Background: an optimization exercise with open tools, aiming at small area. Do not read the settings as production practice. Only simulation tests tie the RTL to the original design; equivalence was not proved. Power figures rest on the tool's default switching activity, not on a simulated workload.

--- flow/config.mk ---
export PLATFORM = sky130hd
export DESIGN_NAME = exe_apb_alu_top
export DESIGN_NICKNAME = exe_apb_alu_top
export VERILOG_FILES = /design/flow/design.v
export SDC_FILE = /design/flow/constraint.sdc
export NUM_CORES = 4
export LEC_CHECK = 0
export CAP_MARGIN = 10
export CORE_MARGIN = 2
export CORE_UTILIZATION = 40
export GPL_TIMING_DRIVEN = 1
export SLEW_MARGIN = 10
--- flow/constraint.sdc ---
create_clock -name core_clock -period 6.0 [get_ports {i_clk}]
set_input_delay 1.2000 -clock core_clock [delete_from_list [all_inputs] [get_ports {i_clk}]]
set_output_delay 1.2000 -clock core_clock [all_outputs]
set_load 0.01 [all_outputs]
--- flow/design.v ---
package exe_alu_pkg;
    typedef enum logic [4:0] {
        OP_ADD  = 5'h00,
        OP_AND  = 5'h01,
        OP_OR   = 5'h02,
        OP_XOR  = 5'h03,
        OP_SLL  = 5'h04,
        OP_SRL  = 5'h05,
        OP_SRA  = 5'h06,
        OP_SUB  = 5'h10,
        OP_SLT  = 5'h17,
        OP_SLTU = 5'h18
    } alu_op_e;
    typedef struct packed {
        logic n;
        logic z;
        logic c;
        logic v;
    } alu_flags_t;
    typedef struct packed {
        logic [32-1:0] a;
        logic [32-1:0] b;
        logic [4:0]             op;    
    } alu_req_t;
endpackage
package exe_apb_pkg;
    typedef struct packed {
        logic [8-1:0] paddr;
        logic                   psel;
        logic                   penable;
        logic                   pwrite;
        logic [32-1:0] pwdata;
    } apb_req_t;
    typedef struct packed {
        logic [32-1:0] prdata;
        logic                   pready;
        logic                   pslverr;
    } apb_rsp_t;
    typedef enum logic [1:0] {
        ST_IDLE   = 2'd0,
        ST_SETUP  = 2'd1,
        ST_ACCESS = 2'd2
    } apb_state_e;
endpackage
`timescale 1ns/1ps
module exe_bk_adder (
    input  logic [32-1:0] i_a,
    input  logic [32-1:0] i_b,
    input  logic                   i_cin,
    output logic [32-1:0] o_sum,
    output logic [32-1:0] o_p,
    output logic [32-1:0] o_g,
    output logic                   o_c31,    
    output logic                   o_c32     
);
    localparam int W = 32;
    localparam int L = $clog2(W);
    logic [W-1:0] p, g;
    assign p   = i_a ^ i_b;
    assign g   = i_a & i_b;
    assign o_p = p;
    assign o_g = g;
    logic [W-1:0] gg [0:2*L];
    logic [W-1:0] pp [0:2*L];
    always_comb begin
        gg[0]    = g;
        pp[0]    = p;
        gg[0][0] = g[0] | (p[0] & i_cin);
        for (int l = 1; l <= L; l++) begin
            gg[l] = gg[l-1];
            pp[l] = pp[l-1];
            for (int i = 0; i < W; i++) begin
                if ((i + 1) % (1 << l) == 0) begin
                    gg[l][i] = gg[l-1][i] | (pp[l-1][i] & gg[l-1][i - (1 << (l-1))]);
                    pp[l][i] = pp[l-1][i] & pp[l-1][i - (1 << (l-1))];
                end
            end
        end
        for (int l = L - 1; l >= 1; l--) begin
            gg[2*L-l] = gg[2*L-l-1];
            pp[2*L-l] = pp[2*L-l-1];
            for (int i = 0; i < W; i++) begin
                if ((i + 1) % (1 << l) == (1 << (l-1)) && i >= (1 << l)) begin
                    gg[2*L-l][i] = gg[2*L-l-1][i] | (pp[2*L-l-1][i] & gg[2*L-l-1][i - (1 << (l-1))]);
                    pp[2*L-l][i] = pp[2*L-l-1][i] & pp[2*L-l-1][i - (1 << (l-1))];
                end
            end
        end
    end
    logic [W-1:0] cout;
    assign cout  = gg[2*L-1];
    assign o_sum = p ^ {cout[W-2:0], i_cin};
    assign o_c31 = cout[W-2];
    assign o_c32 = cout[W-1];
endmodule
`timescale 1ns/1ps
module exe_alu (
    input  logic [32-1:0] i_a,
    input  logic [32-1:0] i_b,
    input  logic [4:0]             i_op,
    input  logic                   i_ld_res,    
    input  logic                   i_ld_flg,    
    input  logic [32-1:0] i_res,       
    input  logic                   i_first,     
    input  logic                   i_launch,    
    input  logic [4:0]             i_pass_op,
    input  logic [4:0]             i_pass_sh,
    output logic [32-1:0] o_result,
    output logic [3:0]             o_flags     
);
    localparam int W = 32;
    logic         sub;
    logic [W-1:0] bb;
    logic [W-1:0] sum, p, g;
    logic         c31, c32;
    logic         n, z, c, v;
    assign sub = i_op[4];
    assign bb  = i_b ^ {W{sub}};
    exe_bk_adder i_adder (
        .i_a   (i_a),
        .i_b   (bb),
        .i_cin (sub),
        .o_sum (sum),
        .o_p   (p),
        .o_g   (g),
        .o_c31 (c31),
        .o_c32 (c32)
    );
    assign n = sum[W-1];
    assign z = ~|sum;
    assign c = c32;
    assign v = c31 ^ c32;
    assign o_flags = {n, z, c, v} & {4{i_ld_flg}};
    logic live;
    logic e_sum, e_and, e_or, e_xor, e_sll, e_srl, e_sra, e_slt, e_sltu;
    assign live   = i_ld_res;
    logic lv;
    assign lv     = live & i_launch & ~i_first;
    assign e_sum  = lv & (i_op[3:0] == 4'h0);     
    assign e_and  = lv & (i_op == 5'h01);
    assign e_or   = lv & (i_op == 5'h02);
    assign e_xor  = lv & (i_op == 5'h03);
    assign e_sll  = lv & (i_op == 5'h04);
    assign e_srl  = lv & (i_op == 5'h05);
    assign e_sra  = lv & (i_op == 5'h06);
    assign e_slt  = lv & (i_op == 5'h17);
    assign e_sltu = lv & (i_op == 5'h18);
    logic [W-1:0] x;
    logic [W-1:0] st [0:3];
    logic         fill;
    logic [2:0]   en, en_l, en_r;
    logic         p_sll;
    assign p_sll = (i_pass_op == 5'h04);
    assign fill  = (i_pass_op == 5'h06) & i_a[W-1];
    assign en[0] = i_first & i_pass_sh[0];
    assign en[1] = i_first ? i_pass_sh[1] : i_pass_sh[2];
    assign en[2] = i_first ? i_pass_sh[3] : i_pass_sh[4];
    assign en_l  = en & {3{p_sll}};
    assign en_r  = en & {3{~p_sll}};
    always_comb begin
        x = i_res;
        st[0] = x;
        for (int k = 0; k < 3; k++) begin
            for (int i = 0; i < W; i++) begin
                st[k+1][i] = ~en[k] & st[k][i];
                if (i + ((k == 2) ? 8 : k + 1) < W)
                    st[k+1][i] = st[k+1][i] | (en_r[k] & st[k][i + ((k == 2) ? 8 : k + 1)]);
                else
                    st[k+1][i] = st[k+1][i] | (en_r[k] & fill);
                if (i - ((k == 2) ? 8 : k + 1) >= 0)
                    st[k+1][i] = st[k+1][i] | (en_l[k] & st[k][i - ((k == 2) ? 8 : k + 1)]);
            end
        end
    end
    logic e_pass;
    assign e_pass = live & (~i_launch | i_first | e_sll | e_srl | e_sra);
    always_comb begin
        for (int i = 0; i < W; i++) begin
            o_result[i] = (e_sum & sum[i])
                        | ((e_and | e_or) & g[i])
                        | ((e_xor | e_or) & p[i])
                        | (e_pass & st[3][i]);
        end
        o_result[0] = o_result[0] | (e_slt & (n ^ v)) | (e_sltu & ~c);
    end
endmodule
`timescale 1ns/1ps
module exe_apb_regs (
    input  logic                   i_clk,
    input  logic                   i_reset,
    input  logic [8-1:0] paddr,
    input  logic                   psel,
    input  logic                   penable,
    input  logic                   pwrite,
    input  logic [32-1:0] pwdata,
    output logic [32-1:0] prdata,
    output logic                   pready,
    output logic                   pslverr,
    output logic [32-1:0] o_a,
    output logic [32-1:0] o_b,
    output logic [4:0]             o_op,
    output logic                   o_ld_res,
    output logic                   o_ld_flg,
    output logic [32-1:0] o_res,       
    output logic                   o_first,
    output logic                   o_launch,
    output logic [4:0]             o_pass_op,
    output logic [4:0]             o_pass_sh,
    input  logic [32-1:0] i_result,
    input  logic [3:0]             i_flags
);
    localparam int W = 32;
    logic         setup_q;
    logic [W-1:0] rs1_q, rs2_q, imm_q, result_q;
    logic [4:0]   op_q;
    logic         src_q;
    logic [3:0]   flags_q;
    logic         launch_q;
    logic access;
    always_ff @(posedge i_clk) setup_q <= ~i_reset & psel & ~penable;
    assign access = psel & penable & setup_q;
    logic       base_ok;
    logic [2:0] idx;
    logic       s_rs1, s_rs2, s_imm, s_ctrl, s_res, s_flg;
    assign base_ok = (paddr[7:5] == 3'b000) & (paddr[1:0] == 2'b00);
    assign idx     = paddr[4:2];
    assign s_rs1   = base_ok & (idx == 3'd0);
    assign s_rs2   = base_ok & (idx == 3'd1);
    assign s_imm   = base_ok & (idx == 3'd2);
    assign s_ctrl  = base_ok & (idx == 3'd3);
    assign s_res   = base_ok & (idx == 3'd4);
    assign s_flg   = base_ok & (idx == 3'd5);
    logic rw_ok, ro, bad, wr, rd;
    assign rw_ok = base_ok & ~idx[2];
    assign ro    = s_res | s_flg;
    assign bad   = ~(rw_ok | ro) | (ro & pwrite);
    assign wr    = access & pwrite & rw_ok;
    assign rd    = access & ~pwrite & (rw_ok | ro);
    assign pready  = access;
    assign pslverr = access & bad;
    logic ld_ctrl;
    assign ld_ctrl = ~i_reset & wr & s_ctrl;
    logic first;
    assign first = psel & ~penable & pwrite & s_ctrl & ~i_reset;
    logic         sel_rs2, sel_imm, b_off;
    logic [W-1:0] b_sel;
    always_ff @(posedge i_clk) begin
        sel_rs2 <= ~i_reset & (ld_ctrl ? ~pwdata[8] : (psel & ~penable & ~pwrite & s_rs2));
        sel_imm <= ~i_reset & (ld_ctrl ?  pwdata[8] : (psel & ~penable & ~pwrite & s_imm));
    end
    assign b_sel   = ({W{sel_rs2}} & rs2_q) | ({W{sel_imm}} & imm_q);
    assign b_off   = launch_q | ~access;
    logic [W-1:0] m_sel;
    assign m_sel = (first | (rd & s_rs1)) ? rs1_q : result_q;
    always_comb begin
        prdata = ({W{rd & (s_rs1 | s_res)}} & m_sel)
               | ({W{~b_off}} & b_sel);
        prdata[4:0] = prdata[4:0] | ({5{rd & s_ctrl}} & op_q);
        prdata[8] = prdata[8] | (rd & s_ctrl & src_q);
        prdata[3:0] = prdata[3:0] | ({4{rd & s_flg}} & flags_q);
    end
    logic ld_rs1, ld_rs2, ld_imm, ld_res, ld_flg;
    logic kp_rs1, kp_rs2, kp_imm, kp_ctrl, kp_res, kp_flg;
    assign ld_rs1  = ~i_reset & wr & s_rs1;
    assign ld_rs2  = ~i_reset & wr & s_rs2;
    assign ld_imm  = ~i_reset & wr & s_imm;
    assign kp_rs1  = ~i_reset & ~(wr & s_rs1);
    assign kp_rs2  = ~i_reset & ~(wr & s_rs2);
    assign kp_imm  = ~i_reset & ~(wr & s_imm);
    assign kp_ctrl = ~i_reset & ~(wr & s_ctrl);
    assign ld_res  = ~i_reset & (first | (wr & s_ctrl) | launch_q);
    assign kp_res  = ~i_reset & ~(first | (wr & s_ctrl) | launch_q);
    assign ld_flg  = ~i_reset & launch_q;
    assign kp_flg  = ~i_reset & ~launch_q;
    always_ff @(posedge i_clk) begin
        rs1_q    <= ({W{ld_rs1}} & pwdata) | ({W{kp_rs1}} & rs1_q);
        rs2_q    <= ({W{ld_rs2}} & pwdata) | ({W{kp_rs2}} & rs2_q);
        imm_q    <= ({W{ld_imm}} & pwdata) | ({W{kp_imm}} & imm_q);
        op_q     <= ({5{ld_ctrl}} & pwdata[4:0]) | ({5{kp_ctrl}} & op_q);
        src_q    <= (ld_ctrl & pwdata[8]) | (kp_ctrl & src_q);
        launch_q <= ld_ctrl;
        flags_q  <= i_flags | ({4{kp_flg}} & flags_q);
        result_q <= i_result | ({W{kp_res}} & result_q);
    end
    logic src_x, fin;
    assign fin       = launch_q & ~first;
    assign src_x     = fin ? src_q : pwdata[8];
    assign o_pass_op = fin ? op_q : pwdata[4:0];
    assign o_pass_sh = src_x ? imm_q[4:0] : rs2_q[4:0];
    assign o_first   = first;
    assign o_launch  = launch_q;
    assign o_res     = m_sel;
    assign o_a    = rs1_q;
    assign o_b    = b_sel;
    assign o_op   = op_q;
    assign o_ld_res = ld_res;
    assign o_ld_flg = ld_flg;
endmodule
`timescale 1ns/1ps
module exe_apb_alu (
    input  logic                   i_clk,
    input  logic                   i_reset,
    input  logic [8-1:0] paddr,
    input  logic                   psel,
    input  logic                   penable,
    input  logic                   pwrite,
    input  logic [32-1:0] pwdata,
    output logic [32-1:0] prdata,
    output logic                   pready,
    output logic                   pslverr
);
    logic [32-1:0] alu_a, alu_b, alu_result;
    logic [4:0]             alu_op;
    logic                   alu_ld_res, alu_ld_flg;
    logic [3:0]             alu_flags;
    logic [32-1:0] res_q;
    logic                   first, launch;
    logic [4:0]             pass_op, pass_sh;
    exe_apb_regs i_regs (
        .i_clk    (i_clk),
        .i_reset  (i_reset),
        .paddr    (paddr),
        .psel     (psel),
        .penable  (penable),
        .pwrite   (pwrite),
        .pwdata   (pwdata),
        .prdata   (prdata),
        .pready   (pready),
        .pslverr  (pslverr),
        .o_a      (alu_a),
        .o_b      (alu_b),
        .o_op     (alu_op),
        .o_ld_res (alu_ld_res),
        .o_ld_flg (alu_ld_flg),
        .o_res    (res_q),
        .o_first  (first),
        .o_launch (launch),
        .o_pass_op(pass_op),
        .o_pass_sh(pass_sh),
        .i_result (alu_result),
        .i_flags  (alu_flags)
    );
    exe_alu i_alu (
        .i_a      (alu_a),
        .i_b      (alu_b),
        .i_op     (alu_op),
        .i_ld_res (alu_ld_res),
        .i_ld_flg (alu_ld_flg),
        .i_res    (res_q),
        .i_first  (first),
        .i_launch (launch),
        .i_pass_op(pass_op),
        .i_pass_sh(pass_sh),
        .o_result (alu_result),
        .o_flags  (alu_flags)
    );
endmodule
`timescale 1ns/1ps
module exe_apb_alu_top (
    input  logic                   i_clk,
    input  logic                   i_reset,
    input  logic [8-1:0] paddr,
    input  logic                   psel,
    input  logic                   penable,
    input  logic                   pwrite,
    input  logic [32-1:0] pwdata,
    output logic [32-1:0] prdata,
    output logic                   pready,
    output logic                   pslverr
);
    exe_apb_alu i_core (
        .i_clk   (i_clk),
        .i_reset (i_reset),
        .paddr   (paddr),
        .psel    (psel),
        .penable (penable),
        .pwrite  (pwrite),
        .pwdata  (pwdata),
        .prdata  (prdata),
        .pready  (pready),
        .pslverr (pslverr)
    );
endmodule
--- flow/flow/run.sh ---
#!/bin/bash
# The standard layout (standard.sh), with these changes:
#  - ABC maps with flow/abc.script in place of ORFS's speed script (the rest
#    of synthesis is the standard flow's own synth_recipe.tcl, so registers keep their names);
#  - the port buffers are the smallest buffer, buf_1, rather than the delay
#    buffer buffer_ports picks by default (every port still gets one);
#  - CTS uses clkbuf_8 and inserts no dummy load cells.
# Each tool's output goes to synth.log and layout.log here, and ORFS's own
# per-step logs under orfs/logs.
set -euo pipefail
here=$PWD
rm -rf "$here/scripts_mod"
cp -r "$FLOW_HOME/scripts" "$here/scripts_mod"
cp "$here/flow/abc.script" "$here/scripts_mod/abc_speed.script"
sed "s#^make -C #make SCRIPTS_DIR=$here/scripts_mod -C #" standard.sh > standard_mod.sh
grep -q "SCRIPTS_DIR=" standard_mod.sh
export BUFFER_PORTS_ARGS="-buffer_cell sky130_fd_sc_hd__buf_1"
export CTS_ARGS="-sink_clustering_enable -repair_clock_nets -dont_use_dummy_load -buf_list sky130_fd_sc_hd__clkbuf_8"
bash standard_mod.sh synth > synth.log 2>&1
bash standard_mod.sh > layout.log 2>&1
--- flow/flow/abc.script ---
strash
&get -n
&nf
&put
stime -p
--- flow/standard.sh ---
#!/bin/bash
# synth_recipe.tcl (not shown) runs the flow's synth.tcl, then flattens the netlist and writes it again
# the make line also repeats each setting of config.mk as NAME=value (left out here)
make -C /OpenROAD-flow-scripts/flow DESIGN_CONFIG=/design/flow/config.mk WORK_HOME=/design/flow/orfs CLKGATE_MAP_FILE= SYNTH_SCRIPT=/design/flow/synth_recipe.tcl "${@:-finish}"
==> results of run 1 <==
-- metal layers --
metal  global-route usage  routed length, microns
met4               0.0696                     499
met3               0.0410                    1980
met5                    0                       0
met1                0.378                   13900
met2                0.411                   13200
-- state kept, by name, indices dropped and copies added (netlist names) --
name                    count
i_core.i_regs.sel_imm       1
i_core.i_regs.rs1_q        32
i_core.i_regs.rs2_q        32
i_core.i_regs.sel_rs2       1
i_core.i_regs.src_q         1
i_core.i_regs.op_q          5
i_core.i_regs.setup_q       1
i_core.i_regs.imm_q        32
i_core.i_regs.launch_q      1
i_core.i_regs.result_q     32
i_core.i_regs.flags_q       4
-- kinds of logic (layout without fill, tap and decap cells) --
family,after synthesis,after routing,synth area share
AND/OR/NAND/NOR,208,208,0.113
adder cells (fa/ha/maj),48,48,0.0829
XOR/XNOR,50,50,0.0503
buffers and inverters,23,156,0.00992
AO/OA/AOI/OAI,397,397,0.363
flip-flops,142,142,0.327
multiplexers,45,45,0.0539
-- stage by stage --
stage | std cells | total power [mW]
2_1_floorplan | 913 | 0.982
3_3_place_gp | 1304 | 1.02
3_5_place_dp | 1304 | 1.02
4_1_cts | 1321 | 1.60
5_1_grt | 1321 | 1.64
6_report | 1321 | 1.58
-- area by class of cell --
cell class | instances | area [sq um]
multi-input combinational | 748 | 5860
inverter | 23 | 86.3
sequential | 142 | 2840
timing repair buffer | 116 | 578
clock buffer | 17 | 234
tap | 275 | 344
fill | 2071 | 11200
-- power breakdown --
part	switching [mW]	internal (mW)	leakage (nW)
sequential	0.0000674	0.942	1.14
clock	0.334	0.250	0.122
combinational	0.0432	0.0133	2.22
-- path summary, 6_finish.rpt --
kind	cells past startpoint	endpoint	start	slack (ps)
worst max-delay path	9	prdata[1]	paddr[7]	810
worst min-delay path	2	i_core.i_regs.result_q[16]$_DFF_P_	i_core.i_regs.result_q[16]$_DFF_P_	450
worst min register to register	2	i_core.i_regs.result_q[16]$_DFF_P_	i_core.i_regs.result_q[16]$_DFF_P_	450
worst max register to register	17	i_core.i_regs.flags_q[2]$_DFF_P_	i_core.i_regs.sel_rs2$_DFF_P_	980
-- placed cells by master (no fill, tap or decap), drive strengths merged, types with 20 or more instances in the layout --
master / n
buf: 116
nor2: 37
clkinv: 23
o221ai: 43
o22ai: 54
nand2: 74
a22oi: 34
dfxtp: 142
a21oi: 20
ha: 32
a22o: 103
mux2i: 39
a222oi: 60
o21ai: 26
nand3: 35
a21o: 33
xnor2: 38
-- worst register-to-register path, stage by stage (launching register included) --
cell	delay, ps
dfxtp_1	460
buf_4	240
a22oi_1	140
xnor2_1	140
ha_1	380
nand2_1	90
o31a_1	360
o41ai_1	750
buf_4	320
a21o_1	180
nand3_1	80
and2_0	180
fa_1	510
clkinv_1	80
nor4_1	620
nand4b_1	180
nor2_1	130
a22o_1	130
==> flow_metrics.py, run 1 <==
metrics = {
    "place": {
        "place.gp.congestion": 0.944,
        "place_area_sq_um": 9710,
        "post-place-ws_ps": 783,
        "hpwl_microns": 21100,
        "port_buffers": 78,
    },
    "layout": {
        "antenna_cells": 0,
        "area_growth_syn_to_layout_pct": 14.3,
        "final_layout_size_suffix_gt1_frac": 0.0679,
        "fin_area_sq_um": 9940,
        "finish.net_count": 1141,
        "postLayoutCoreUtil": 0.470,
    },
    "floorplanning": {
        "initial_core_util": 0.411,
        "die_h_microns": 151,
        "io_pins": 79,
        "die_area_sq_um": 22900,
        "rows": 53,
        "core_area_sq_um": 21200,
        "die_w_microns": 151,
    },
    "grt": {
        "grt_pass1_wl_microns": 47000,
        "grt_max_degree": 36,
        "overflow": 0,
        "groute.usage.overall": 0.263,
        "grt_antenna_before_repair": 0,
        "grt_pass1_vias": 8465,
    },
    "route": {
        "finalWirelength_microns": 29600,
        "via_per_inst": 6.66,
        "ant_nets": 0,
        "route.vias.total": 8797,
        "dr.pass1.iters": 10,
        "drt-wirelength-per-cell_microns": 22.4,
        "drt_first_iter_violations": 1150,
        "drc": 0,
    },
    "yosys": {
        "synth_edf_count": 0,
        "ys_async_sr_fraction": 0,
        "synth.net_count": 1006,
        "ys_top_cells_by_area": "dfxtp_1 (33%), a22o_1 (10%), a222oi_1 (6.9%), ha_1 (4.6%), mux2i_1 (4.5%)",
        "synth_area_sq_um": 8700,
        "synth_top_area_frac": 0.327,
        "synth_common_cells": "dfxtp_1 (142), a22o_1 (103), nand2_1 (74)",
        "synth.most_common_cell": "dfxtp_1",
        "syn_avg_cell_area_sq_um": 9.53,
        "synth_ff_type": "dfxtp_1",
        "yosys_warnings": 6,
        "yosys.area.top_type": "dfxtp_1",
        "yosysSeqAreaShare": 0.327,
        "netlist_instances": 913,
        "synth_seq_cells": 142,
        "synth_cell_types": 48,
    },
    "power": {
        "p_leak_nw": 3.49,
        "power.density_nw_per_um2": 159,
        "peakVddDrop_uv": 112,
    },
    "cts": {
        "cts_tree": "done",
        "clockRootBuffer": "clkbuf_8",
        "cts-resized-gates": 0,
        "cts_buffer_depth": 2,
        "postCtsHoldBufs": 0,
        "path_clk_slew_ps": 70,
        "cts_buffers": 17,
        "clock_latency_ps": 460,
        "clock_sinks": 142,
        "post_cts_buffers": 0,
        "h-tree-depth": 4,
    },
    "critical_path": {
        "worstPathMaxFanout": 19,
        "critPathMostFrequentCell": "buf_1",
        "cp-start-kind": "input pin",
        "crit_arrival_ps": 3990,
        "crit_chain": "buf_1, nor3_1, nand2_1, a2111o_1, or4_1, buf_4, o22ai_1, a221o_1, buf_1",
        "end_kind": "primary output",
        "crit_slowest_cell": "or4_1",
        "crit_family": "simple AND/OR/NAND/NOR gates",
        "max_stage_delay_ps": 790,
        "critical_path_class": "in2out",
        "cp.required_ps": 4800,
        "cp_num_buf_inv": 3,
    },
    "timing": {
        "period_needed_ps": 5190,
        "final-hold-violation-count": 0,
        "fin_tns_setup_ps": 0,
        "worst_slack_ps": 806,
        "setup_viol": 0,
        "fin_crit_sh": 0.866,
        "tightest_slew_ps": 1170,
        "rsz0062_at_grt": "false",
        "finalMaxSlewViolations": 0,
        "fmax_mhz": 193,
        "clock_skew_ps": 24.6,
        "slew_headroom": 0.222,
        "hold-worst-slack_ps": 451,
    },
    "job": {
        "cap_violations": 0,
    },
    "outcome": {
        "outcome": "finished clean",
    },
    "worst_hold_path": {
        "hp-class": "reg2reg",
    },
}
==> run 2, diff against run 1 <==
--- a/flow/flow/run.sh
+++ b/flow/flow/run.sh
@@ -1,5 +1,6 @@
 #!/bin/bash
 # The standard layout (standard.sh), with these changes:
-#  - ABC maps with flow/abc.script in place of ORFS's speed script (the rest
+#  - no full-adder extraction before ABC (ADDER_MAP_FILE empty), and ABC
+#    maps with flow/abc.script in place of ORFS's speed script (the rest
 #    of synthesis is the standard flow's own synth_recipe.tcl, so registers keep their names);
 #  - the port buffers are the smallest buffer, buf_1, rather than the delay
@@ -15,4 +16,5 @@
 sed "s#^make -C #make SCRIPTS_DIR=$here/scripts_mod -C #" standard.sh > standard_mod.sh
 grep -q "SCRIPTS_DIR=" standard_mod.sh
+export ADDER_MAP_FILE=
 export BUFFER_PORTS_ARGS="-buffer_cell sky130_fd_sc_hd__buf_1"
 export CTS_ARGS="-sink_clustering_enable -repair_clock_nets -dont_use_dummy_load -buf_list sky130_fd_sc_hd__clkbuf_8"
==> run 2 against run 1 <==
Net effect: die area fell by 0.81%; synthesized area shrank 0.83%; clock skew is 7.3 ps higher; total power is essentially flat; fmax down 0.90%; sequential power about the same; flip-flop and latch count is the same; combinational power down 6.0%; clock power barely moved; non-clock buffer count is 1 higher; sequential share of layout area is 0.18 points higher.
==> flow_metrics.py, run 2 <==
metrics = {
    "outcome": {
        "outcome": "finished clean",
    },
    "cts": {
        "post_cts_buffers": 0,
        "postCtsHoldBufs": 0,
        "clock_latency_ps": 470,
        "cts_tree": "done",
        "cts-resized-gates": 0,
        "clock_sinks": 142,
        "cts_buffers": 17,
        "clockRootBuffer": "clkbuf_8",
        "path_clk_slew_ps": 70,
        "cts_buffer_depth": 2,
        "h-tree-depth": 4,
    },
    "yosys": {
        "syn_avg_cell_area_sq_um": 9.06,
        "synth_top_area_frac": 0.330,
        "yosys.area.top_type": "dfxtp_1",
        "synth_cell_types": 46,
        "yosys_warnings": 6,
        "synth.net_count": 997,
        "synth.most_common_cell": "dfxtp_1",
        "ys_top_cells_by_area": "dfxtp_1 (33%), a22o_1 (10%), xnor2_1 (8.3%), mux2i_1 (4.6%), o21ai_0 (4.4%)",
        "synth_ff_type": "dfxtp_1",
        "synth_area_sq_um": 8630,
        "synth_common_cells": "dfxtp_1 (142), a22o_1 (102), nand2_1 (85)",
        "yosysSeqAreaShare": 0.330,
        "netlist_instances": 952,
        "ys_async_sr_fraction": 0,
        "synth_edf_count": 0,
        "synth_seq_cells": 142,
    },
    "critical_path": {
        "crit_slowest_cell": "dfxtp_2",
        "max_stage_delay_ps": 740,
        "worstPathMaxFanout": 22,
        "r2r_cells": 14,
        "cp-start-kind": "flop",
        "cp.required_ps": 6340,
        "critical_path_class": "reg2reg",
        "crit_chain": "buf_4, mux2i_1, maj3_1, o221ai_1, a221oi_1, buf_4, o221ai_1, a21oi_1, o21ai_0, a21oi_1, o21ai_0, xnor2_1, nand4b_1, o41ai_1",
        "end_kind": "flop",
        "crit_arrival_ps": 5580,
    },
    "power": {
        "power.density_nw_per_um2": 160,
        "peakVddDrop_uv": 107,
        "p_leak_nw": 2.92,
    },
    "timing": {
        "fin_crit_sh": 0.874,
        "worst_slack_ps": 759,
        "hold-worst-slack_ps": 458,
        "setup_viol": 0,
        "rsz0062_at_grt": "false",
        "fin_tns_setup_ps": 0,
        "period_needed_ps": 5240,
        "final-hold-violation-count": 0,
        "fmax_mhz": 191,
        "tightest_slew_ps": 1100,
        "clock_skew_ps": 31.8,
        "slew_headroom": 0.264,
        "finalMaxSlewViolations": 0,
    },
    "layout": {
        "area_growth_syn_to_layout_pct": 14.5,
        "antenna_cells": 0,
        "layout_commonest_cell": "dfxtp_1",
        "layout_common_cells": "dfxtp_1 (141), a22o_1 (102), nand2_1 (85), xnor2_1 (82), buf_1 (78)",
        "final_layout_size_suffix_gt1_frac": 0.0635,
        "fin_area_sq_um": 9880,
        "finish.net_count": 1133,
    },
    "grt": {
        "grt_pass1_wl_microns": 46900,
        "overflow": 0,
        "groute.usage.overall": 0.265,
        "grt_pass1_vias": 8356,
        "grt_max_degree": 35,
        "grt_antenna_before_repair": 0,
    },
    "route": {
        "finalWirelength_microns": 30000,
        "drt_first_iter_violations": 1016,
        "via_per_inst": 6.52,
        "drt-wirelength-per-cell_microns": 22.1,
        "drc": 0,
        "ant_nets": 0,
        "dr.pass1.iters": 11,
        "route.vias.total": 8875,
    },
    "place": {
        "post-place-ws_ps": 519,
        "place.gp.congestion": 0.998,
        "hpwl_microns": 21600,
        "place_area_sq_um": 9640,
        "port_buffers": 78,
    },
    "floorplanning": {
        "die_area_sq_um": 22800,
        "initial_core_util": 0.409,
        "rows": 53,
        "die_w_microns": 151,
        "io_pins": 79,
        "core_area_sq_um": 21100,
        "die_h_microns": 151,
    },
    "worst_hold_path": {
        "hold_depth": 2,
        "hp-class": "reg2reg",
    },
    "job": {
        "cap_violations": 0,
    },
}
[run 2: worst max-delay path: cells and delay by family (launching register included)]
family,cells,cell delay (ps)
xor+xnor,1,280
mux,1,200
simple gates,1,210
fa+ha+maj,1,440
flops,1,740
compound gates,8,2610
buf+inv,2,650
[run 2: path summary, 6_finish.rpt]
check | startpoint | to | slack, ps
max | i_core.i_regs.op_q[4]$_DFF_P_ | i_core.i_regs.flags_q[2]$_DFF_P_ | 760
min | i_core.i_regs.result_q[0]$_DFF_P_ | i_core.i_regs.result_q[0]$_DFF_P_ | 460
max reg2reg | i_core.i_regs.op_q[4]$_DFF_P_ | i_core.i_regs.flags_q[2]$_DFF_P_ | 760
min reg2reg | i_core.i_regs.result_q[0]$_DFF_P_ | i_core.i_regs.result_q[0]$_DFF_P_ | 460
[run 2: kinds of logic (layout without fill, tap and decap cells)]
family | count (synthesis) | count (layout) | synth area share
AND/OR/NAND/NOR | 213 | 213 | 0.112
multiplexers | 42 | 42 | 0.0503
AO/OA/AOI/OAI | 437 | 437 | 0.384
buffers and inverters | 10 | 144 | 0.00435
adder cells (fa/ha/maj) | 6 | 6 | 0.00696
XOR/XNOR | 102 | 102 | 0.113
flip-flops | 142 | 142 | 0.330
[run 2: area by class of cell]
class	count	area, sq um
Clock buffer	17	234
Inverter	10	37.5
Fill cell	2148	11200
Timing Repair Buffer	117	611
Multi-Input combinational cell	800	5810
Tap cell	275	344
Sequential cell	142	2840
[run 2: metal layers]
metal  vias up  global-route usage  share of wire
met1      4298               0.378           0.48
met5         -                   0              0
li1       4179                   -              -
met4         0              0.0818          0.020
met3        39              0.0410          0.062
met2       359               0.410           0.44
[run 2: through the flow]
step | total power, mW | cells | util
floorplan | 0.981 | 952 | -
finish | 1.58 | 1361 | 0.469
detailed placement | 1.02 | 1343 | 0.457
CTS | 1.60 | 1360 | 0.468
global placement | 1.02 | 1343 | 0.457
global route | 1.63 | 1361 | 0.469
[run 2: report_power, final]
| part | switching (mW) | internal (mW) |
|---|---|---|
| Clock | 0.336 | 0.250 |
| Combinational | 0.0406 | 0.0125 |
| Sequential | 0.0000605 | 0.942 |
| Total | 0.377 | 1.20 |
==> run 3, diff against run 2 <==
--- a/flow/config.mk
+++ b/flow/config.mk
@@ -8,5 +8,5 @@
 export CAP_MARGIN = 10
 export CORE_MARGIN = 2
-export CORE_UTILIZATION = 40
+export CORE_UTILIZATION = 50
 export GPL_TIMING_DRIVEN = 1
 export SLEW_MARGIN = 10
==> run 3 against run 2 <==
Net effect: still clean on timing, DRC and antenna; synthesized cell count unchanged; fmax down 0.79%; count of clock-buffer cells in the layout unchanged; synthesized area unchanged; wire length up 0.66%.
==> flow_metrics.py, run 3 <==
metrics = {
    "worst_hold_path": {
        "whs_endpoint": "i_core.i_regs.result_q[11]$_DFF_P_",
        "hp-class": "reg2reg",
        "hp-start": "i_core.i_regs.result_q[11]$_DFF_P_",
        "hold_depth": 2,
    },
    "yosys": {
        "synth_top_area_frac": 0.330,
        "synth_cell_types": 46,
        "syn_avg_cell_area_sq_um": 9.06,
        "synth.most_common_cell": "dfxtp_1",
        "synth_edf_count": 0,
        "synth_ff_type": "dfxtp_1",
        "netlist_instances": 952,
        "ys_top_cells_by_area": "dfxtp_1 (33%), a22o_1 (10%), xnor2_1 (8.3%), mux2i_1 (4.6%), o21ai_0 (4.4%)",
        "synth_seq_cells": 142,
        "ys_async_sr_fraction": 0,
        "synth_area_sq_um": 8630,
        "yosys.area.top_type": "dfxtp_1",
        "synth_common_cells": "dfxtp_1 (142), a22o_1 (102), nand2_1 (85)",
        "yosysSeqAreaShare": 0.330,
        "yosys_warnings": 6,
        "synth.net_count": 997,
    },
    "timing": {
        "slew_headroom": 0.209,
        "worst_slack_ps": 717,
        "fin_crit_sh": 0.881,
        "fin_tns_setup_ps": 0,
        "setup_viol": 0,
        "tightest_slew_ps": 1190,
        "final-hold-violation-count": 0,
        "period_needed_ps": 5280,
        "fmax_mhz": 189,
        "finalMaxSlewViolations": 0,
        "clock_skew_ps": 21.2,
        "rsz0062_at_grt": "false",
    },
    "power": {
        "switching_share": 0.242,
        "clock_power_share": 0.373,
        "pwr-share-comb": 0.035,
        "peakVddDrop_uv": 144,
        "power.density_nw_per_um2": 163,
        "pwr-share-seq": 0.593,
        "p_sw_mw": 0.385,
        "p_int_mw": 1.20,
        "p_leak_nw": 2.90,
    },
    "critical_path": {
        "cp.required_ps": 4800,
        "critPathMostFrequentCell": "buf_1",
        "cp_num_buf_inv": 3,
        "end_kind": "primary output",
        "cp-start-kind": "input pin",
        "crit_arrival_ps": 4080,
        "r2r_cells": 14,
        "max_stage_delay_ps": 610,
        "critical_path_class": "in2out",
        "r2r_setup_slack_ps": 1020,
        "r2r-end": "i_core.i_regs.flags_q[2]$_DFF_P_",
        "r2r-start": "i_core.i_regs.op_q[4]$_DFF_P_",
        "crit_slowest_cell": "o21bai_4",
        "worstPathMaxFanout": 15,
        "crit_chain": "buf_1, nor3_1, nand2_1, or4_1, o21bai_4, buf_4, mux2i_1, o221ai_1, buf_1",
        "crit_family": "simple AND/OR/NAND/NOR gates",
    },
    "floorplanning": {
        "core_area_sq_um": 17100,
        "die_h_microns": 135,
        "initial_core_util": 0.506,
        "rows": 48,
        "io_pins": 79,
        "die_w_microns": 135,
        "die_area_sq_um": 18300,
    },
    "route": {
        "finalWirelength_microns": 30200,
        "via_per_inst": 6.80,
        "drc": 0,
        "drt-wirelength-per-cell_microns": 23.0,
        "drt_first_iter_violations": 1000,
        "route.vias.total": 8920,
        "dr.pass1.iters": 9,
        "ant_nets": 0,
    },
    "cts": {
        "postCtsHoldBufs": 0,
        "path_clk_slew_ps": 70,
        "h-tree-depth": 4,
        "clock_sinks": 142,
        "cts_tree": "done",
        "post_cts_buffers": 0,
        "cts-resized-gates": 0,
        "cts_buffer_depth": 2,
        "clockRootBuffer": "clkbuf_8",
        "clock_latency_ps": 480,
        "cts_buffers": 17,
    },
    "layout": {
        "finish.net_count": 1133,
        "final_layout_size_suffix_gt1_frac": 0.0635,
        "antenna_cells": 0,
        "stdcell_count": 1311,
        "layout_common_cells": "dfxtp_1 (141), a22o_1 (102), nand2_1 (85), xnor2_1 (82), buf_1 (78)",
        "area_growth_syn_to_layout_pct": 13.4,
        "layout_commonest_cell": "dfxtp_1",
    },
    "place": {
        "dp.cells": 1294,
        "hpwl_microns": 21200,
        "port_buffers": 78,
        "post-place-ws_ps": 549,
        "place.gp.congestion": 0.966,
    },
    "grt": {
        "grt_pass1_vias": 8270,
        "overflow": 0,
        "grt_antenna_before_repair": 1,
        "groute.usage.overall": 0.331,
        "grt_pass1_wl_microns": 47300,
        "grt_max_degree": 41,
    },
    "outcome": {
        "outcome": "finished clean",
    },
    "job": {
        "cap_violations": 0,
    },
}
## run 3: cell types whose count changed in the layout (fill, tap and decap cells not counted)
| cell | change |
|---|---|
| buf_12 | -2 |
| buf_4 | +2 |
| a21oi_2 | +2 |
| a21oi_4 | -2 |
## run 3: worst min-delay path, delay by kind of cell (launching register included)
| kind | cells | cell delay, ps |
|---|---|---|
| flip-flops | 1 | 330 |
| AND/OR/NAND/NOR | 2 | 100 |
## run 3: power groups by stage
stage	combinational [mW]	clock, mW	sequential (mW)
after floorplan	0.0172	0	0.964
after global placement	0.0542	0	0.964
after detailed placement	0.0542	0	0.964
after CTS	0.0543	0.597	0.942
after global routing	0.0592	0.634	0.942
final	0.0552	0.593	0.942
## run 3: stage by stage
stage | utilization | hold WS (ps) | power, mW | cell area (sq um)
floorplan | - | 420 | 0.981 | 8640
global placement | 0.560 | 434 | 1.02 | 9540
detailed placement | 0.560 | 443 | 1.02 | 9540
CTS | 0.573 | 458 | 1.59 | 9780
global route | 0.573 | 487 | 1.63 | 9780
finish | 0.573 | 456 | 1.59 | 9780
## run 3: cell families after synthesis
| kind of cell | count (synthesis) | synth area share |
|---|---|---|
| muxes | 42 | 0.0503 |
| buffers and inverters | 10 | 0.00435 |
| xor gates and xnor gates | 102 | 0.113 |
| adders and majority gates | 6 | 0.00696 |
| AOI/OAI and AO/OA | 437 | 0.384 |
| and+or+nand+nor | 213 | 0.112 |
| DFF | 142 | 0.330 |
## run 3: worst max path at each step
stage                                          to  cells past startpoint     start
2_1_floorplan  i_core.i_regs.result_q[22]$_DFF_P_                     11  paddr[7]
3_3_place_gp   i_core.i_regs.result_q[25]$_DFF_P_                     12  paddr[7]
3_5_place_dp   i_core.i_regs.result_q[26]$_DFF_P_                     12  paddr[7]
4_1_cts                                 prdata[4]                      9  paddr[7]
5_1_grt                                 prdata[8]                      9  paddr[7]
6_report                                prdata[8]                      9  paddr[7]
## run 3: final cells by class
class                      instances  area, sq um
clock buffer                      17          234
multi-input combinational        800         5800
tap                              225          282
fill                            1671         7280
sequential                       142         2840
timing repair buffer             117          586
inverter                          10         37.5
## run 3: layer usage
metal	global-route usage	wire, microns	up-vias
met5	0	13	-
met4	0.101	706	2
met3	0.0696	2530	55
met2	0.499	13000	424
met1	0.477	14000	4264
li1	-	-	4175
==> run 4, diff against run 3 <==
--- a/flow/flow/run.sh
+++ b/flow/flow/run.sh
@@ -6,7 +6,4 @@
 #  - the port buffers are the smallest buffer, buf_1, rather than the delay
 #    buffer buffer_ports picks by default (every port still gets one);
-#  - CTS uses clkbuf_8 and inserts no dummy load cells.
-# Each tool's output goes to synth.log and layout.log here, and ORFS's own
-# per-step logs under orfs/logs.
 set -euo pipefail
 here=$PWD
@@ -18,5 +15,5 @@
 export ADDER_MAP_FILE=
 export BUFFER_PORTS_ARGS="-buffer_cell sky130_fd_sc_hd__buf_1"
-export CTS_ARGS="-sink_clustering_enable -repair_clock_nets -dont_use_dummy_load -buf_list sky130_fd_sc_hd__clkbuf_8"
+export CTS_ARGS="-sink_clustering_enable -repair_clock_nets -dont_use_dummy_load -buf_list sky130_fd_sc_hd__buf_6"
 bash standard_mod.sh synth > synth.log 2>&1
 bash standard_mod.sh > layout.log 2>&1
==> run 4 against run 3 <==
Net effect: total power decreased by 1.6%; utilization decreased by 0.25 points; flip-flop and latch count unchanged; cell count unchanged; highest routed layer unchanged; critical path type unchanged; critical endpoint unchanged; fmax decreased by 0.28%; synthesized cell count unchanged; non-clock buffer count unchanged; combinational power decreased by 0.7%.
==> flow_metrics.py, run 4 <==
metrics = {
    "grt": {
        "grt_pass1_vias": 8225,
        "grt_pass1_wl_microns": 47300,
        "overflow": 0,
        "groute.usage.overall": 0.330,
        "grt_antenna_before_repair": 1,
        "grt_max_degree": 41,
    },
    "route": {
        "drt-wirelength-per-cell_microns": 23.0,
        "finalWirelength_microns": 30200,
        "dr.pass1.iters": 10,
        "drt_first_iter_violations": 974,
        "route.vias.total": 8971,
        "drc": 0,
        "via_per_inst": 6.84,
        "ant_nets": 0,
    },
    "yosys": {
        "ys_top_cells_by_area": "dfxtp_1 (33%), a22o_1 (10%), xnor2_1 (8.3%), mux2i_1 (4.6%), o21ai_0 (4.4%)",
        "synth_area_sq_um": 8630,
        "synth.most_common_cell": "dfxtp_1",
        "yosysSeqAreaShare": 0.330,
        "ys_async_sr_fraction": 0,
        "netlist_instances": 952,
        "synth_cell_types": 46,
        "synth_ff_type": "dfxtp_1",
        "synth.net_count": 997,
        "synth_top_area_frac": 0.330,
        "yosys_warnings": 6,
        "synth_edf_count": 0,
        "synth_common_cells": "dfxtp_1 (142), a22o_1 (102), nand2_1 (85)",
        "synth_seq_cells": 142,
        "yosys.area.top_type": "dfxtp_1",
        "syn_avg_cell_area_sq_um": 9.06,
    },
    "timing": {
        "clock_skew_ps": 27.5,
        "period_needed_ps": 5300,
        "slew_headroom": 0.227,
        "final-hold-violation-count": 0,
        "worst_slack_ps": 702,
        "fmax_mhz": 189,
        "fin_tns_setup_ps": 0,
        "hold-worst-slack_ps": 457,
        "setup_viol": 0,
        "tightest_slew_ps": 1160,
        "fin_crit_sh": 0.883,
        "finalMaxSlewViolations": 0,
        "rsz0062_at_grt": "false",
    },
    "place": {
        "port_buffers": 78,
        "place.gp.congestion": 0.966,
        "hpwl_microns": 21200,
        "dp.cells": 1294,
        "post-place-ws_ps": 549,
    },
    "power": {
        "peakVddDrop_uv": 140,
        "power.density_nw_per_um2": 161,
        "p_leak_nw": 2.88,
    },
    "worst_hold_path": {
        "hp-class": "reg2reg",
    },
    "cts": {
        "postCtsHoldBufs": 0,
        "clock_sinks": 142,
        "cts-resized-gates": 0,
        "cts_buffers": 17,
        "cts_buffer_depth": 2,
        "cts_tree": "done",
        "post_cts_buffers": 0,
        "clock_latency_ps": 440,
        "path_clk_slew_ps": 80,
        "h-tree-depth": 4,
        "clockRootBuffer": "buf_6",
    },
    "critical_path": {
        "crit_arrival_ps": 4100,
        "critical_path_class": "in2out",
        "crit_family": "simple AND/OR/NAND/NOR gates",
        "worstPathMaxFanout": 15,
        "crit_chain": "buf_1, nor3_1, nand2_1, or4_1, o21bai_4, buf_4, mux2i_1, o221ai_1, buf_1",
        "crit_slowest_cell": "o21bai_4",
        "cp_num_buf_inv": 3,
        "cp.required_ps": 4800,
        "critPathMostFrequentCell": "buf_1",
        "max_stage_delay_ps": 630,
        "end_kind": "primary output",
        "cp-start-kind": "input pin",
    },
    "outcome": {
        "outcome": "finished clean",
    },
    "layout": {
        "stdcell_count": 1311,
        "final_layout_size_suffix_gt1_frac": 0.0635,
        "finish.net_count": 1133,
        "layout_common_cells": "dfxtp_1 (141), a22o_1 (102), nand2_1 (85), xnor2_1 (82), buf_1 (78)",
        "antenna_cells": 0,
        "layout_commonest_cell": "dfxtp_1",
        "area_growth_syn_to_layout_pct": 12.9,
    },
    "floorplanning": {
        "initial_core_util": 0.506,
        "die_h_microns": 135,
        "rows": 48,
        "io_pins": 79,
        "die_w_microns": 135,
        "die_area_sq_um": 18300,
        "core_area_sq_um": 17100,
    },
    "job": {
        "cap_violations": 0,
    },
}
-- run 4: cell types whose count changed in the layout (fill, tap and decap cells not counted) --
cell      delta
buf_6       +17
clkbuf_8    -17
-- run 4: worst reg2reg max path, stage by stage (launching register included) --
cell and delay [ps]:
dfxtp_2 330, buf_4 550, xnor3_1 600, nand2b_1 100, o221ai_1 240, a221oi_1 670, o221ai_1 190, buf_4 220
a21oi_1 330, o21ai_0 270, a21oi_1 300, o21ai_0 260, xnor2_1 350, nand4b_1 210, o41ai_1 320
-- run 4: cells by family (layout without fill, tap and decap cells) --
family,after synthesis,in the layout,share of synthesized area
fa+ha+maj,6,6,0.00696
flops,142,142,0.330
compound gates,437,437,0.384
simple gates,213,213,0.112
mux,42,42,0.0503
xor+xnor,102,102,0.113
buf+inv,10,144,0.00435
-- run 4: routing by layer --
metal | part of all wire | routed length, microns | GRT usage | vias to the layer above
met3 | 0.082 | 2470 | 0.0666 | 55
li1 | - | - | - | 4177
met5 | 0.00043 | 13 | 0 | -
met1 | 0.47 | 14000 | 0.481 | 4306
met2 | 0.43 | 13100 | 0.500 | 431
met4 | 0.018 | 535 | 0.0833 | 2
-- run 4: final timing paths --
kind                                                    startpoint  cells past startpoint                                 end  slack (ps)
worst max register to register       i_core.i_regs.op_q[4]$_DFF_P_                     14    i_core.i_regs.flags_q[2]$_DFF_P_         980
worst min-delay path            i_core.i_regs.result_q[11]$_DFF_P_                      2  i_core.i_regs.result_q[11]$_DFF_P_         460
worst min register to register  i_core.i_regs.result_q[11]$_DFF_P_                      2  i_core.i_regs.result_q[11]$_DFF_P_         460
worst max-delay path                                      paddr[7]                      9                           prdata[8]         700
-- run 4: layout make-up --
class / instances / area (sq um)
multi-input cells: 800 / 5800
clock buffers: 17 / 191
inverters: 10 / 37.5
repair buffers: 117 / 586
well taps: 225 / 282
flip-flops and latches: 142 / 2840
fillers: 1672 / 7320
-- run 4: power by group --
group / switching, mW / leakage (nW) / internal, mW / total, mW
clock: 0.350 / 0.103 / 0.215 / 0.565
combinational: 0.0414 / 1.64 / 0.0135 / 0.0548
sequential: 0.0000700 / 1.14 / 0.944 / 0.944
-- run 4: per-stage QoR --
stage | utilization | cell area, sq um | power, mW
floorplan | - | 8640 | 0.981
global placement | 0.560 | 9540 | 1.02
detailed placement | 0.560 | 9540 | 1.02
CTS | 0.571 | 9740 | 1.57
global route | 0.571 | 9740 | 1.61
finish | 0.571 | 9740 | 1.56
==> run 5, diff against run 4 <==
--- a/flow/flow/run.sh
+++ b/flow/flow/run.sh
@@ -6,4 +6,8 @@
 #  - the port buffers are the smallest buffer, buf_1, rather than the delay
 #    buffer buffer_ports picks by default (every port still gets one);
+#  - after global routing, ORFS's power recovery (RECOVER_POWER) downsizes
+#    gates on paths with positive slack.
+# Each tool's output goes to synth.log and layout.log here, and ORFS's own
+# per-step logs under orfs/logs.
 set -euo pipefail
 here=$PWD
@@ -14,4 +18,5 @@
 grep -q "SCRIPTS_DIR=" standard_mod.sh
 export ADDER_MAP_FILE=
+export RECOVER_POWER=100
 export BUFFER_PORTS_ARGS="-buffer_cell sky130_fd_sc_hd__buf_1"
 export CTS_ARGS="-sink_clustering_enable -repair_clock_nets -dont_use_dummy_load -buf_list sky130_fd_sc_hd__buf_6"
==> run 5 against run 4 <==
Net effect: the layout now fails its checks (capacitance limit, slew limit); synthesized cell count is the same; sequential share of layout area up 0.12 points; fmax fell by 0.54%; non-clock buffer count unchanged; worst setup slack got worse by 29 ps; combinational power about the same; clock power about the same; via count grew 0.48%; cell count did not move; largest cell class unchanged; largest power group unchanged.
==> flow_metrics.py, run 5 <==
metrics = {
    "yosys": {
        "synth_seq_cells": 142,
        "synth_ff_type": "dfxtp_1",
        "netlist_instances": 952,
        "yosysSeqAreaShare": 0.330,
        "yosys_warnings": 6,
        "synth_top_area_frac": 0.330,
        "synth.most_common_cell": "dfxtp_1",
        "synth_area_sq_um": 8630,
        "synth_cell_types": 46,
        "synth_edf_count": 0,
        "synth.net_count": 997,
        "ys_top_cells_by_area": "dfxtp_1 (33%), a22o_1 (10%), xnor2_1 (8.3%), mux2i_1 (4.6%), o21ai_0 (4.4%)",
        "ys_async_sr_fraction": 0,
        "synth_common_cells": "dfxtp_1 (142), a22o_1 (102), nand2_1 (85)",
        "syn_avg_cell_area_sq_um": 9.06,
        "yosys.area.top_type": "dfxtp_1",
    },
    "route": {
        "via_per_inst": 6.88,
        "drt_first_iter_violations": 975,
        "finalWirelength_microns": 30200,
        "drc": 0,
        "route.vias.total": 9014,
        "ant_nets": 0,
        "dr.pass1.iters": 9,
        "drt-wirelength-per-cell_microns": 23.0,
    },
    "timing": {
        "tightest_slew_ps": 1760,
        "setup_viol": 0,
        "final-hold-violation-count": 0,
        "fin_tns_setup_ps": 0,
        "clock_skew_ps": 27.6,
        "fmax_mhz": 188,
        "finalMaxSlewViolations": 34,
        "period_needed_ps": 5330,
        "rsz0062_at_grt": "false",
        "fin_crit_sh": 0.888,
        "hold-worst-slack_ps": 456,
        "slew_headroom": -0.174,
    },
    "worst_hold_path": {
        "hp-start": "i_core.i_regs.result_q[11]$_DFF_P_",
        "hp-class": "reg2reg",
        "whs_endpoint": "i_core.i_regs.result_q[11]$_DFF_P_",
        "hold_depth": 2,
    },
    "critical_path": {
        "r2r-end": "i_core.i_regs.flags_q[2]$_DFF_P_",
        "r2r_cells": 14,
        "r2r_setup_slack_ps": 800,
        "worstPathMaxFanout": 15,
        "crit_arrival_ps": 4130,
        "end_kind": "primary output",
        "r2r-start": "i_core.i_regs.op_q[4]$_DFF_P_",
        "cp.required_ps": 4800,
        "critical_path_class": "in2out",
        "cp-start-kind": "input pin",
    },
    "floorplanning": {
        "core_area_sq_um": 17100,
        "die_area_sq_um": 18300,
        "initial_core_util": 0.506,
        "rows": 48,
        "io_pins": 79,
        "die_w_microns": 135,
        "die_h_microns": 135,
    },
    "grt": {
        "overflow": 0,
        "groute.usage.overall": 0.330,
        "grt_pass1_vias": 8225,
        "grt_pass1_wl_microns": 47300,
        "grt_antenna_before_repair": 1,
        "grt_max_degree": 41,
    },
    "power": {
        "power.density_nw_per_um2": 161,
        "finalPower_mw": 1.56,
        "peakVddDrop_uv": 140,
        "p_leak_nw": 2.85,
    },
    "layout": {
        "fin_area_sq_um": 9690,
        "nFillCells": 1676,
        "final_layout_size_suffix_gt1_frac": 0.0525,
        "multiInputGateArea_sq_um": 5790,
        "layout_common_cells": "dfxtp_1 (141), a22o_1 (102), nand2_1 (85), xnor2_1 (82), buf_1 (78)",
        "postLayoutCoreUtil": 0.568,
        "seq_area_sq_um": 2840,
        "finish.net_count": 1133,
        "area_growth_syn_to_layout_pct": 12.4,
        "layout_commonest_cell": "dfxtp_1",
        "antenna_cells": 0,
    },
    "cts": {
        "clock_latency_ps": 440,
        "h-tree-depth": 4,
        "post_cts_buffers": 0,
        "clock_sinks": 142,
        "cts-resized-gates": 0,
        "path_clk_slew_ps": 80,
        "cts_buffer_depth": 2,
        "clockRootBuffer": "buf_6",
        "cts_buffers": 17,
        "cts_tree": "done",
        "postCtsHoldBufs": 0,
    },
    "place": {
        "place.gp.congestion": 0.966,
        "place_area_sq_um": 9540,
        "hpwl_microns": 21200,
        "port_buffers": 78,
    },
    "outcome": {
        "so.violations": "capacitance limit, slew limit",
        "outcome": "finished with violations",
    },
    "job": {
        "cap_violations": 2,
    },
}
## run 5: cell counts after synthesis
No cell type changed its count.
## run 5: logic make-up (layout without fill, tap and decap cells)
logic type      Yosys count  in the layout  share of synthesized area
compound gates          437            437                      0.384
simple gates            213            213                      0.112
flops                   142            142                      0.330
xor+xnor                102            102                      0.113
mux                      42             42                     0.0503
buf+inv                  10            144                    0.00435
fa+ha+maj                 6              6                    0.00696
## run 5: final cells by class
class / instances / share of cell area
multi-input combinational: 800 / 0.597
sequential: 142 / 0.293
timing repair buffer: 117 / 0.0569
tap: 225 / 0.0290
clock buffer: 17 / 0.0197
inverter: 10 / 0.00387
## run 5: power by group
group | leakage [nW] | switching [mW] | internal [mW]
Sequential | 1.14 | 0.0000700 | 0.944
Combinational | 1.60 | 0.0416 | 0.0131
Clock | 0.103 | 0.349 | 0.215
Total | 2.85 | 0.391 | 1.17
## run 5: per-layer routing
layer  GRT usage  vias up  part of all wire
met5           0        -           0.00043
met1       0.481     4289              0.47
met2       0.500      483              0.43
met3      0.0666       55             0.083
met4      0.0833        2             0.017
li1            -     4185                 -
## run 5: worst max path at each step
| stage | start | endpoint | slack (ps) | cells past startpoint |
|---|---|---|---|---|
| after floorplan | paddr[7] | i_core.i_regs.result_q[22]$_DFF_P_ | 220 | 11 |
| after global placement | paddr[7] | i_core.i_regs.result_q[25]$_DFF_P_ | 590 | 12 |
| after detailed placement | paddr[7] | i_core.i_regs.result_q[26]$_DFF_P_ | 550 | 12 |
| after CTS | paddr[7] | prdata[4] | 780 | 9 |
| after global routing | paddr[7] | prdata[27] | 430 | 9 |
| final | paddr[7] | prdata[27] | 670 | 9 |
## run 5: per-stage QoR
| stage | worst slack [ps] | std cells |
|---|---|---|
| final | 673 | 1311 |
| after floorplan | 218 | 952 |
| after global routing | 425 | 1311 |
| after detailed placement | 549 | 1294 |
| after CTS | 783 | 1311 |
| after global placement | 588 | 1294 |
## run 5: critical path: stages
cell,delay (ps)
buf_1,70
nor3_1,230
nand2_1,210
or4_1,540
o21bai_4,620
clkbuf_1,450
mux2i_1,490
o22ai_1,140
buf_1,180

-- separate check: timing with driven ports --
Ports are ideal in the flow. The routed layouts listed here were re-timed in OpenROAD.
Step 1, drivers: a clkbuf_16 drives i_clk and a buf_2 each remaining input, both assumed.
Step 2, shift: input delay + t, output delay - t, t = (earliest + latest rising clock arrival at the registers) / 2. This alone moves slack from input paths to output paths.
a / b / c = no drivers / after step 1 / after step 2; a / b = the first two.
run | shift t [ns] | setup WS [ns] | worst hold slack (ns) | worst setup path after step 2 | worst data-port slew with drivers (ns)
run 1 | 0.490 | 0.806 / 0.786 / 0.663 | 0.451 / 0.451 / 0.451 | input to register | 0.04
run 2 | 0.495 | 0.759 / 0.745 / 0.307 | 0.458 / 0.458 / 0.458 | input to register | 0.03
run 3 | 0.508 | 0.717 / 0.696 / 0.435 | 0.456 / 0.456 / 0.456 | input to register | 0.03
run 4 | 0.471 | 0.702 / 0.681 / 0.391 | 0.457 / 0.457 / 0.457 | input to register | 0.03
run 5 | 0.469 | 0.673 / 0.652 / 0.400 | 0.456 / 0.456 / 0.456 | input to register | 0.03
The setup slack of run 2, which loses most, moves by -0.014 ns with the drivers and by -0.452 ns with both steps.
